Background: an optimization exercise with open tools, aiming at small area and a short achievable clock period. Do not read the settings as production practice. Where RTL was checked, it was by simulation tests only, not by an equivalence proof against the original. Power and IR drop assume default switching activity.

==> inputs of run R <==
## cpu_top
module cpu_top #(
    parameter int FRAC_BITS = 15
) (
    input  wire logic         clk,
    input  wire logic         rst_n,
    input  wire logic         in_valid,
    input  wire logic [31:0]  instruction,
    output logic              out_valid,
    output logic              instruction_fail,
    output cpu_pkg::data_t    out_0,
    output cpu_pkg::data_t    out_1,
    output cpu_pkg::data_t    out_2,
    output cpu_pkg::data_t    out_3,
    output cpu_pkg::data_t    out_4,
    output cpu_pkg::data_t    out_5
);
    cpu_pkg::op_t  op;
    logic [5:0]    a_sel, b_sel;
    logic          imm_b;
    logic [2:0]    wr;
    logic [15:0]   a, b;
    logic          done;
    logic [5:0]    we;
    logic [15:0]   wd;
    inst_decoder i_decoder (
        .instruction (instruction),
        .op          (op),
        .a_sel       (a_sel),
        .b_sel       (b_sel),
        .imm_b       (imm_b),
        .wr          (wr)
    );
    reg_file i_regs (
        .clk              (clk),
        .rst_n            (rst_n),
  ...
clock: 5.0 ns
lec_check: 0
cap_margin: 20
core_margin: 2
core_utilization: 55
setup_slack_margin: 1.95
slew_margin: 20
standard.sh (not shown) runs the stock make flow with config.mk's settings and CLKGATE_MAP_FILE= SYNTH_SCRIPT=/design/flow/synth_recipe.tcl, a recipe that flattens the netlist after the stock synthesis.
==> flow/flow/run.sh <==
#!/bin/bash
# The standard layout, with plain buffers (not delay cells) on the ports.
set -euo pipefail
bash standard.sh BUFFER_PORTS_ARGS="-buffer_cell sky130_fd_sc_hd__buf_1" finish > standard_flow.log 2>&1
==> run X: changes against run R <==
--- a/flow/design.v
+++ b/flow/design.v
@@ -86,16 +86,16 @@
 `default_nettype wire
 `default_nettype none
 module radix4_multiplier (
     input  wire logic [15:0] a,
     input  wire logic [7:0]  one,
     input  wire logic [7:0]  two,
     input  wire logic [7:0]  neg,
-    output logic [24:0] r0,     
-    output logic [24:0] r1,     
+    output logic [22:0] r0,     
+    output logic [22:0] r1,     
     output logic [20:0] r2,     
     output logic        rx,     
     output logic        cin     
 );
     logic [16:0] pp [8];
     logic [16:0] ax, a2;
     assign ax = {a[15], a};
@@ -286,120 +286,120 @@
     assign c180 = (s51 & c126) | (s51 & s127) | (c126 & s127);
     assign s181 = s53 ^ c128 ^ s129;
     assign c182 = (s53 & c128) | (s53 & s129) | (c128 & s129);
     assign s183 = s57 ^ c130 ^ s131;
     assign c184 = (s57 & c130) | (s57 & s131) | (c130 & s131);
     assign s185 = s61 ^ c132 ^ s133;
     assign c186 = (s61 & c132) | (s61 & s133) | (c132 & s133);
-    logic [5:0] lo_x, lo_y;
-    logic [6:0] lo_sum;
+    logic [7:0] lo_x, lo_y;
+    logic [8:0] lo_sum;
     assign lo_x[0] = pp[0][0];
     assign lo_y[0] = neg[0];
     assign lo_x[1] = pp[0][1];
     assign lo_y[1] = 1'b0;
     assign lo_x[2] = neg[1];
     assign lo_y[2] = s171;
     assign lo_x[3] = c172;
     assign lo_y[3] = s173;
     assign lo_x[4] = c174;
     assign lo_y[4] = s175;
     assign lo_x[5] = c176;
     assign lo_y[5] = s177;
+    assign lo_x[6] = c178;
+    assign lo_y[6] = s179;
+    assign lo_x[7] = c180;
+    assign lo_y[7] = s181;
     assign lo_sum = {1'b0, lo_x} + {1'b0, lo_y};
-    assign cin = lo_sum[6];
-    assign r0[0] = c178;
-    assign r1[0] = s179;
-    assign r0[1] = c180;
-    assign r1[1] = s181;
-    assign r0[2] = c182;
-    assign r1[2] = s183;
-    assign r0[3] = c184;
-    assign r1[3] = s185;
-    assign r0[4] = s65;
-    assign r1[4] = c134;
+    assign cin = lo_sum[8];
+    assign r0[0] = c182;
+    assign r1[0] = s183;
+    assign r0[1] = c184;
+    assign r1[1] = s185;
+    assign r0[2] = s65;
+    assign r1[2] = c134;
     assign r2[0] = s135;
-    assign r0[5] = s69;
-    assign r1[5] = c136;
+    assign r0[3] = s69;
+    assign r1[3] = c136;
     assign r2[1] = s137;
-    assign r0[6] = s73;
-    assign r1[6] = c138;
+    assign r0[4] = s73;
+    assign r1[4] = c138;
     assign r2[2] = s139;
-    assign r0[7] = s77;
-    assign r1[7] = c140;
+    assign r0[5] = s77;
+    assign r1[5] = c140;
     assign r2[3] = s141;
-    assign r0[8] = s81;
-    assign r1[8] = c142;
+    assign r0[6] = s81;
+    assign r1[6] = c142;
     assign r2[4] = s143;
-    assign r0[9] = s85;
-    assign r1[9] = c144;
+    assign r0[7] = s85;
+    assign r1[7] = c144;
     assign r2[5] = s145;
-    assign r0[10] = s89;
-    assign r1[10] = c146;
+    assign r0[8] = s89;
+    assign r1[8] = c146;
     assign r2[6] = s147;
-    assign r0[11] = s93;
-    assign r1[11] = c148;
+    assign r0[9] = s93;
+    assign r1[9] = c148;
     assign r2[7] = s149;
-    assign r0[12] = s97;
-    assign r1[12] = c150;
+    assign r0[10] = s97;
+    assign r1[10] = c150;
     assign r2[8] = s151;
-    assign r0[13] = s101;
-    assign r1[13] = c152;
+    assign r0[11] = s101;
+    assign r1[11] = c152;
     assign r2[9] = s153;
-    assign r0[14] = s105;
-    assign r1[14] = c154;
+    assign r0[12] = s105;
+    assign r1[12] = c154;
     assign r2[10] = s155;
-    assign r0[15] = s109;
-    assign r1[15] = c156;
+    assign r0[13] = s109;
+    assign r1[13] = c156;
     assign r2[11] = s157;
-    assign r0[16] = s113;
-    assign r1[16] = c158;
+    assign r0[14] = s113;
+    assign r1[14] = c158;
     assign r2[12] = s159;
-    assign r0[17] = s117;
-    assign r1[17] = c160;
+    assign r0[15] = s117;
+    assign r1[15] = c160;
     assign r2[13] = s161;
-    assign r0[18] = s119;
-    assign r1[18] = c162;
+    assign r0[16] = s119;
+    assign r1[16] = c162;
     assign r2[14] = s163;
-    assign r0[19] = s121;
-    assign r1[19] = c164;
+    assign r0[17] = s121;
+    assign r1[17] = c164;
     assign r2[15] = s165;
-    assign r0[20] = c122;
-    assign r1[20] = c166;
+    assign r0[18] = c122;
+    assign r1[18] = c166;
     assign r2[16] = s167;
-    assign r0[21] = 1'b1;
-    assign r1[21] = c168;
+    assign r0[19] = 1'b1;
+    assign r1[19] = c168;
     assign r2[17] = s169;
-    assign r0[22] = ~pp[6][16];
-    assign r1[22] = pp[7][14];
+    assign r0[20] = ~pp[6][16];
+    assign r1[20] = pp[7][14];
     assign r2[18] = c170;
-    assign r0[23] = pp[7][15];
-    assign r1[23] = 1'b1;
+    assign r0[21] = pp[7][15];
+    assign r1[21] = 1'b1;
     assign r2[19] = 1'b0;
-    assign r0[24] = ~pp[7][16];
-    assign r1[24] = 1'b0;
+    assign r0[22] = ~pp[7][16];
+    assign r1[22] = 1'b0;
     assign r2[20] = 1'b0;
     assign rx = c186;
 endmodule
 module mul_sum (
-    input  wire logic [24:0] r0,
-    input  wire logic [24:0] r1,
+    input  wire logic [22:0] r0,
+    input  wire logic [22:0] r1,
     input  wire logic [20:0] r2,
     input  wire logic        rx,
     input  wire logic        cin,
     output logic [15:0] p
 );
-    logic [24:0] x, y;
-    logic [24:0] sum;
+    logic [22:0] x, y;
+    logic [22:0] sum;
     logic [20:0] fs, fc;
-    assign fs = r0[24:4] ^ r1[24:4] ^ r2;
-    assign fc = (r0[24:4] & r1[24:4]) | (r0[24:4] & r2) | (r1[24:4] & r2);
-    assign x = {fs, r0[3:0]};
-    assign y = {fc[19:0], rx, r1[3:0]};
-    assign sum = x + y + 25'(cin);
-    assign p = sum[24:9];
+    assign fs = r0[22:2] ^ r1[22:2] ^ r2;
+    assign fc = (r0[22:2] & r1[22:2]) | (r0[22:2] & r2) | (r1[22:2] & r2);
+    assign x = {fs, r0[1:0]};
+    assign y = {fc[19:0], rx, r1[1:0]};
+    assign sum = x + y + 23'(cin);
+    assign p = sum[22:7];
 endmodule
 `default_nettype wire
 `default_nettype none
 module execute_stage (
     input  wire logic          clk,
     input  wire logic          rst_n,
     input  wire logic          in_valid,
@@ -408,15 +408,15 @@
     input  wire logic [2:0]    wr_0,
     input  wire logic [15:0]   a_0,
     input  wire logic [15:0]   b_0,
     output logic               done,
     output logic [5:0]         we,
     output logic [15:0]        wd
 );
-    localparam int K  = 6;     
+    localparam int K  = 8;     
     localparam int K3 = 10;    
     localparam int W  = 31 - K;
     logic        is_shr, big;
     logic [3:0]  m;
     logic [7:0]  one_0, two_0, neg_0;
     assign is_shr = (op_0 == cpu_pkg::OP_SHR);
     assign big    = imm_0[10];
==> flow/config.mk (replaced) <==
export PLATFORM = sky130hd
export DESIGN_NAME = cpu_top
export DESIGN_NICKNAME = cpu_top
export VERILOG_FILES = /design/flow/design.v
export SDC_FILE = /design/flow/constraint.sdc
export NUM_CORES = 4
export LEC_CHECK = 0
export CAP_MARGIN = 20
export CORE_MARGIN = 2
export CORE_UTILIZATION = 70
export CTS_CLUSTER_DIAMETER = 70
export CTS_CLUSTER_SIZE = 20
export PLACE_DENSITY = 0.8
export SETUP_SLACK_MARGIN = 1.95
export SLEW_MARGIN = 20
==> run Y: changes against run R <==
--- a/flow/design.v
+++ b/flow/design.v
@@ -28,14 +28,15 @@
 `default_nettype wire
 `default_nettype none
 module inst_decoder (
     input  wire logic [31:0]   instruction,
     output cpu_pkg::op_t       op,
     output logic [5:0]         a_sel,       
     output logic [5:0]         b_sel,       
+    output logic               imm_a,       
     output logic               imm_b,       
     output logic [2:0]         wr
 );
     function automatic logic [5:0] onehot(input logic [4:0] code);
         logic [5:0] oh;
         oh[0] = (code == cpu_pkg::REG_CODE_0);
         oh[1] = (code == cpu_pkg::REG_CODE_1);
@@ -74,16 +75,18 @@
                 default:           dec = cpu_pkg::OP_FAIL;
             endcase
         end
     end
     assign fail = (dec == cpu_pkg::OP_FAIL) || !(|rs_oh) || !(|rt_oh)
                || (!is_addi && !(|rd_oh));
     assign op = fail ? cpu_pkg::OP_FAIL : dec;
+    assign imm_a = is_r && (funct == cpu_pkg::FN_SHL);
     assign imm_b = is_addi;
-    assign a_sel = rs_oh;
+    assign a_sel = (is_r && (funct == cpu_pkg::FN_SHR)) ? rt_oh
+                 : (imm_a ? 6'd0 : rs_oh);
     assign b_sel = imm_b ? 6'd0 : rt_oh;
     assign wr    = encode(is_addi ? rt_oh : rd_oh);
 endmodule
 `default_nettype wire
 `default_nettype none
 module radix4_multiplier (
     input  wire logic [15:0] a,
@@ -445,19 +448,15 @@
         end else begin
             valid_1 <= in_valid;
         end
     end
     always_ff @(posedge clk) begin
         op_1  <= op_0;
         wr_1  <= wr_0;
-        case (op_0)
-            cpu_pkg::OP_SHR: a_1 <= b_0;
-            cpu_pkg::OP_SHL: a_1 <= imm_0;
-            default:         a_1 <= a_0;
-        endcase
+        a_1   <= a_0;
         one_1 <= one_0;
         two_1 <= two_0;
         neg_1 <= neg_0;
     end
     logic [15:0] b_1;
     for (genvar j = 0; j < 8; j++) begin : g_dec
         assign b_1[2*j+1] = neg_1[j];
@@ -493,30 +492,30 @@
             cpu_pkg::OP_ADD,
             cpu_pkg::OP_ADDI:  other = a_1;
             cpu_pkg::OP_SHL:   other = b_1 << shamt;
             default:           other = neg_b ? 16'd0 : b_1;    
         endcase
     end
     assign addend = (op_1 == cpu_pkg::OP_ADD || op_1 == cpu_pkg::OP_ADDI) ? b_1 : 16'd0;
-    logic          valid_2, wv_2;    
-    logic [2:0]    wr_2;
+    logic          valid_2;
+    logic [5:0]    we_2;
     logic [W-1:0]  r0_2, r1_2;
     logic [30-K3:0] r2_2;
     logic          rx_2, cin_2;
     always_ff @(posedge clk or negedge rst_n) begin
         if (!rst_n) begin
             valid_2 <= 1'b0;
-            wv_2    <= 1'b0;
+            we_2    <= '0;
         end else begin
             valid_2 <= valid_1;
-            wv_2    <= valid_1 & (op_1 != cpu_pkg::OP_FAIL);
+            for (int g = 0; g < 6; g++)
+                we_2[g] <= valid_1 & (op_1 != cpu_pkg::OP_FAIL) & (wr_1 == 3'(g));
         end
     end
     always_ff @(posedge clk) begin
-        wr_2  <= wr_1;
         r0_2  <= use_mul ? m0 : {other, {(15-K){1'b0}}};
         r1_2  <= use_mul ? m1 : {addend, {(15-K){1'b0}}};
         r2_2  <= {(31-K3){use_mul}} & m2;
         rx_2  <= use_mul & mx;
         cin_2 <= use_mul & mc;
     end
     logic [15:0] sum_2;
@@ -524,46 +523,44 @@
         .r0  (r0_2),
         .r1  (r1_2),
         .r2  (r2_2),
         .rx  (rx_2),
         .cin (cin_2),
         .p   (sum_2)
     );
-    logic          valid_3, wv_3;
-    logic [2:0]    wr_3;
+    logic          valid_3;
+    logic [5:0]    we_3;
     logic [15:0]   wd_3;
     always_ff @(posedge clk or negedge rst_n) begin
         if (!rst_n) begin
             valid_3 <= 1'b0;
-            wv_3    <= 1'b0;
+            we_3    <= '0;
         end else begin
             valid_3 <= valid_2;
-            wv_3    <= wv_2;
+            we_3    <= we_2;
         end
     end
     always_ff @(posedge clk) begin
-        wr_3 <= wr_2;
         wd_3 <= sum_2;
     end
     assign done = valid_3;
-    for (genvar g = 0; g < 6; g++) begin : g_we
-        assign we[g] = wv_3 & (wr_3 == 3'(g));
-    end
+    assign we   = we_3;
     assign wd   = wd_3;
 endmodule
 `default_nettype wire
 `default_nettype none
 module reg_file (
     input  wire logic          clk,
     input  wire logic          rst_n,
     input  wire logic          done,       
     input  wire logic [5:0]    we,         
     input  wire logic [15:0]   wd,
     input  wire logic [5:0]    a_sel,
     input  wire logic [5:0]    b_sel,
+    input  wire logic          imm_a,      
     input  wire logic          imm_b,      
     input  wire logic [15:0]   imm,
     output logic [15:0]        a,          
     output logic [15:0]        b,
     output logic               out_valid,
     output logic               instruction_fail,
     output logic [15:0]        out_0,
@@ -599,15 +596,15 @@
     logic [5:0] a_reg, b_reg;
     logic       a_wd, b_wd;
     assign a_reg = a_sel & written & ~we;
     assign b_reg = b_sel & written & ~we;
     assign a_wd  = |(a_sel & we);
     assign b_wd  = |(b_sel & we);
     always_comb begin
-        a = {16{a_wd}} & wd;
+        a = ({16{imm_a}} & imm) | ({16{a_wd}} & wd);
         b = ({16{imm_b}} & imm) | ({16{b_wd}} & wd);
         for (int g = 0; g < 6; g++) begin
             a = a | ({16{a_reg[g]}} & ~regs_n[g]);
             b = b | ({16{b_reg[g]}} & ~regs_n[g]);
         end
     end
     assign out_0 = ~({16{hide[0]}} | regs_n[0]);
@@ -633,36 +630,38 @@
     output cpu_pkg::data_t    out_2,
     output cpu_pkg::data_t    out_3,
     output cpu_pkg::data_t    out_4,
     output cpu_pkg::data_t    out_5
 );
     cpu_pkg::op_t  op;
     logic [5:0]    a_sel, b_sel;
-    logic          imm_b;
+    logic          imm_a, imm_b;
     logic [2:0]    wr;
     logic [15:0]   a, b;
     logic          done;
     logic [5:0]    we;
     logic [15:0]   wd;
     inst_decoder i_decoder (
         .instruction (instruction),
         .op          (op),
         .a_sel       (a_sel),
         .b_sel       (b_sel),
+        .imm_a       (imm_a),
         .imm_b       (imm_b),
         .wr          (wr)
     );
     reg_file i_regs (
         .clk              (clk),
         .rst_n            (rst_n),
         .done             (done),
         .we               (we),
         .wd               (wd),
         .a_sel            (a_sel),
         .b_sel            (b_sel),
+        .imm_a            (imm_a),
         .imm_b            (imm_b),
         .imm              (instruction[15:0]),
         .a                (a),
         .b                (b),
         .out_valid        (out_valid),
         .instruction_fail (instruction_fail),
         .out_0            (out_0),
==> qor summary <==
quantity	run R	run Y	run X
Switching part of the total power	22.8%	21.7%	21.9%
Via count	14300	14900	14600
Asr flop ratio synth	7.48%	11.2%	7.60%
Post-DR wirelength/cell	24.6 microns	25.2 microns	25.6 microns
End of the worst hold path	i_execute.wr_2[0]	i_execute.valid_3	i_execute.wr_2[2]
Status	finished clean	finished clean	finished clean
Fill cell count	2601	2580	1520
Share of cell area taken by multi-input logic gates	51.9%	50.7%	53.0%
Part of the total power dissipated in the clock network	47.6%	49.0%	41.6%
Largest stage delay on the critical path	0.63 ns	0.55 ns	0.58 ns
Overall power of the completed layout	4.36 mW	4.53 mW	3.83 mW
Slowest stage cell on the critical path	sky130_fd_sc_hd__and4bb_4	sky130_fd_sc_hd__or4_4	sky130_fd_sc_hd__or4b_4
Vias per inst	6.47	6.47	7.19
Utilization of the core after routing	63.2%	64.9%	78.5%
Share of the final layout cell area in sequential cells	33.0%	32.6%	34.3%
Post-placement cell area	17300 sq um	17600 sq um	16800 sq um
GR Util met3	6.41%	6.93%	8.86%
Finished layout cell area	18700 sq um	19300 sq um	17800 sq um
Standby leakage power	6.52 nW	6.88 nW	6.20 nW
Worst flop-to-flop path endpoint	i_execute.a_1[6]	i_execute.wd_3[15]	i_execute.r2_2[9]
Final weighted congestion in routability-driven placement	0.963	0.995	1.00
Wire length on met3	5600 microns	6410 microns	6740 microns
Count of routing violations after the opening detailed-route iteration	1663	1793	2056
Combinational fraction of design power	2.8%	2.7%	2.8%
Power in the clock group	2.08 mW	2.22 mW	1.59 mW
For run R and run Y, only the layout was checked, not whether the RTL still works.

==> re-timing with driven ports <==
The flow's constraints put no driver on any port. The routed layouts listed below were extracted and timed again, unchanged, in two steps.
Step 1 sets driving cells, clkbuf_16 on the clock port and buf_2 on the other inputs (assumed; they add their load-dependent delay and slew).
Step 2 moves the port delays by t, midway between the first and last clock arrival at a register: inputs arrive t later, outputs are due t later. That takes back most of the time a late clock gives input paths.
Slacks: ideal ports / drivers / drivers and shift; pairs: ideal ports / drivers.
run | t, ns | setup WS [ns] | latest minus earliest clock arrival (ns) | worst slew at a driven data input, ns
run R | 0.625 | 2.007 / 2.007 / 1.460 | 0.040 / 0.041 | 0.06
run X | 0.555 | 1.910 / 1.920 / 1.365 | 0.021 / 0.022 | 0.05
run Y | 0.599 | 1.736 / 1.769 / 1.170 | 0.014 / 0.014 | 0.04
After both steps every run listed still meets setup and hold. For run Y, which loses most, drivers alone change the setup slack by +0.033 ns; drivers and shift together by -0.566 ns.
